This design comes from an exercise in tuning for small area, a short achievable clock period and few clock cycles per item on the open sky130 flow, not from production work.
In this exercise RTL edits were held to simulation tests only and were not proved equivalent to the original.
Power figures rest on the tool's default switching activity, not on a simulated workload.

Design data_mem_ctrl, start of the top module:
module data_mem_ctrl #(
    parameter int DWIDTH  = 16,
    parameter int AWIDTH  = 16,
    parameter int DEPTH   = DMEM_DEPTH,
    parameter int LATENCY = DMEM_LATENCY
) (
    input  logic              clk,
    input  logic              rst,
    input  logic              ram_en,
    input  logic              wen,
    input  logic [AWIDTH-1:0] ram_addr,
    input  logic [DWIDTH-1:0] w_ram_data,
    output logic [DWIDTH-1:0] r_ram_data,
    output logic              ram_valid,
    output logic              busy
    ,
    output logic              addr_err
);
Size in the first run: roughly 8,100 cells after synthesis, ~4,400 flip-flops, roughly 55 I/O pins, about 160,000 um^2 of cells after synthesis.
==> module data_mem_ctrl, before the edit <==
module data_mem_ctrl #(
    parameter int DWIDTH  = 16,
    parameter int AWIDTH  = 16,
    parameter int DEPTH   = DMEM_DEPTH,
    parameter int LATENCY = DMEM_LATENCY
) (
    input  logic              clk,
    input  logic              rst,
    input  logic              ram_en,
    input  logic              wen,
    input  logic [AWIDTH-1:0] ram_addr,
    input  logic [DWIDTH-1:0] w_ram_data,
    output logic [DWIDTH-1:0] r_ram_data,
    output logic              ram_valid,
    output logic              busy
    ,
    output logic              addr_err
);
    localparam int IW = (DEPTH > 1) ? $clog2(DEPTH) : 1;
    localparam int GS = 32;
    localparam int LW = $clog2(GS);
    localparam int NG = DEPTH / GS;
    localparam int NH = 2;
    localparam int HW = $clog2(NH);
    logic              in_err;
    logic              in_we;
    logic [NG-1:0]     in_gsel;
    logic [GS-1:0]     in_csel;
    logic [NH*GS-1:0]  in_rcsel;
    logic              v1_q, w1_q, err1_q;
    logic [NG-1:0]     gsel1_q;
    logic [NH*GS-1:0]  rcsel1_q;
    logic [NG-1:0]     wgsel1_q;
    logic [GS-1:0]     wcsel1_q;
    logic [DWIDTH-1:0] wd1_q;
    logic              v2_q, w2_q, err2_q;
    logic [NG-1:0]     gsel2_q;
    logic              v3_q, err3_q;
    logic [DWIDTH-1:0] rdata_q;
    logic [DWIDTH-1:0] arr_rdata;
    localparam logic [AWIDTH:0] DEPTH_A = (AWIDTH + 1)'(DEPTH);
    assign in_err = ({1'b0, ram_addr} >= DEPTH_A);
    assign in_we = ram_en && wen && !rst;
    always_comb begin
        for (int g = 0; g < NG; g++) in_gsel[g] = !in_err && (ram_addr[IW-1:LW] == (IW-LW)'(g));
        for (int c = 0; c < GS; c++) in_csel[c] = (ram_addr[LW-1:0] == LW'(c));
        for (int h = 0; h < NH; h++) begin
            for (int c = 0; c < GS; c++) begin
                in_rcsel[h * GS + c] = in_csel[c] && (ram_addr[IW-1:IW-HW] == HW'(h));
            end
        end
    end
    always_ff @(posedge clk) begin
        v1_q     <= ram_en && !rst;
        w1_q     <= wen;
        err1_q   <= in_err;
        gsel1_q  <= in_gsel;
        rcsel1_q <= in_rcsel;
        wgsel1_q <= in_gsel & {NG{in_we}};
        wcsel1_q <= in_csel & {GS{in_we}};
        wd1_q    <= w_ram_data;
    end
    always_ff @(posedge clk) begin
        v2_q    <= v1_q && !rst;
        w2_q    <= w1_q;
        err2_q  <= err1_q;
        gsel2_q <= gsel1_q;
    end
    always_ff @(posedge clk) begin
        if (rst) begin
            v3_q    <= 1'b0;
            err3_q  <= 1'b0;
            rdata_q <= '0;
        end else begin
            v3_q   <= v2_q;
            err3_q <= v2_q && err2_q;
            if (v2_q && !w2_q) begin
                rdata_q <= arr_rdata;
            end
        end
    end
    assign ram_valid  = v3_q;
    assign busy       = 1'b0;
    assign r_ram_data = rdata_q;
    assign addr_err   = err3_q;
    dmem_array #(
        .DWIDTH(DWIDTH),
        .DEPTH (DEPTH),
        .GS    (GS),
        .NH    (NH)
    ) u_array (
        .clk  (clk),
        .wgsel(wgsel1_q),
        .wcsel(wcsel1_q),
        .wdata(wd1_q),
        .rcsel(rcsel1_q),
        .rgsel(gsel2_q),
        .rdata(arr_rdata)
    );
endmodule
Settings: LEC_CHECK=0, ABC_CLOCK_PERIOD_IN_PS=2500, CAP_MARGIN=20, CORE_MARGIN=2, CORE_UTILIZATION=60, CTS_CLUSTER_DIAMETER=80, CTS_CLUSTER_SIZE=26, SETUP_SLACK_MARGIN=2.7, SLEW_MARGIN=20; clock period 5.0 ns.
standard.sh (not shown) runs the stock make flow with config.mk's settings and CLKGATE_MAP_FILE= SYNTH_SCRIPT=/design/flow/synth_recipe.tcl, a recipe that flattens the netlist after the stock synthesis.
==> flow/flow/run.sh <==
#!/bin/bash
# The standard layout, with two changes: plain buffers (sky130_fd_sc_hd__buf_4) instead of the
# default delay-cell buffers on the input and output ports, and clock tree synthesis without
# dummy loads. make's full output goes to flow_make.log.
set -euo pipefail
export BUFFER_PORTS_ARGS="-buffer_cell sky130_fd_sc_hd__buf_4"
export CTS_ARGS="-sink_clustering_enable -repair_clock_nets -sink_clustering_size 26 -sink_clustering_max_diameter 80 -dont_use_dummy_load"
bash standard.sh finish > flow_make.log 2>&1
Testbench counts at the start, summed over its fixed seeds: cycles 24,024, items 24,000.
Next try:
--- a/flow/design.v
+++ b/flow/design.v
@@ -81,12 +81,12 @@
     logic [GS-1:0]     in_csel;
     logic [NH*GS-1:0]  in_rcsel;
     logic              v1_q, w1_q, err1_q;
     logic [NG-1:0]     gsel1_q;
     logic [NH*GS-1:0]  rcsel1_q;
-    logic [NG-1:0]     wgsel1_q;
-    logic [GS-1:0]     wcsel1_q;
+    logic [NG-1:0]     wgsel1_n_q;
+    logic [GS-1:0]     wcsel1_n_q;
     logic [DWIDTH-1:0] wd1_q;
     logic              v2_q, w2_q, err2_q;
     logic [NG-1:0]     gsel2_q;
     logic              v3_q, err3_q;
     logic [DWIDTH-1:0] rdata_q;
@@ -107,12 +107,12 @@
         v1_q     <= ram_en && !rst;
         w1_q     <= wen;
         err1_q   <= in_err;
         gsel1_q  <= in_gsel;
         rcsel1_q <= in_rcsel;
-        wgsel1_q <= in_gsel & {NG{in_we}};
-        wcsel1_q <= in_csel & {GS{in_we}};
+        wgsel1_n_q <= ~(in_gsel & {NG{in_we}});
+        wcsel1_n_q <= ~(in_csel & {GS{in_we}});
         wd1_q    <= w_ram_data;
     end
     always_ff @(posedge clk) begin
         v2_q    <= v1_q && !rst;
         w2_q    <= w1_q;
@@ -141,12 +141,12 @@
         .DEPTH (DEPTH),
         .GS    (GS),
         .NH    (NH)
     ) u_array (
         .clk  (clk),
-        .wgsel(wgsel1_q),
-        .wcsel(wcsel1_q),
+        .wgsel(~wgsel1_n_q),
+        .wcsel(~wcsel1_n_q),
         .wdata(wd1_q),
         .rcsel(rcsel1_q),
         .rgsel(gsel2_q),
         .rdata(arr_rdata)
     );
Effect: The new run went through all stages and came out clean; cell area climbs by 0.30%; die area came out lower by 0.43%; sequential share of layout area fell by 0.23 points; synthesized area goes down by 0.44%; routed wire length increases by 0.92%; clock-buffer cell count is higher by 1; clock skew rises by 0.0035 ns; clock power hardly moves; sequential power barely changes; core utilization rose by 0.37 points; cell count increases by 0.69%; first-iteration DRC count is higher by 6.7%; via count rises by 1.4%; register-to-register slack degrades by 0.07 ns.
Testbench counts after the change, summed over its fixed seeds: cycles 24,024, items 24,000.

## static timing again, ports no longer ideal
No port has a modelled driver above. Below, the same layouts with a new extraction and two added sets of constraints.
Step 1: set_driving_cell puts a clkbuf_16 on clk and a buf_2 on each other input, an assumption about the parent block.
Step 2, shift: input delay + t, output delay - t, t = (earliest + latest rising clock arrival at the registers) / 2. This alone moves slack from input paths to output paths.
a / b / c = no drivers / after step 1 / after step 2; a / b = the first two.
| run | t, ns | setup slack, ns | slew at the worst register clock pin (ns) |
|---|---|---|---|
| the first run | 0.975 | 2.550 / 2.445 / 2.047 | 0.11 / 0.11 |
| the second run | 0.984 | 2.533 / 2.429 / 2.443 | 0.11 / 0.11 |
After both steps every run listed still meets setup and hold. The setup slack of the first run, which loses most, moves by -0.105 ns with the drivers and by -0.503 ns with both steps.
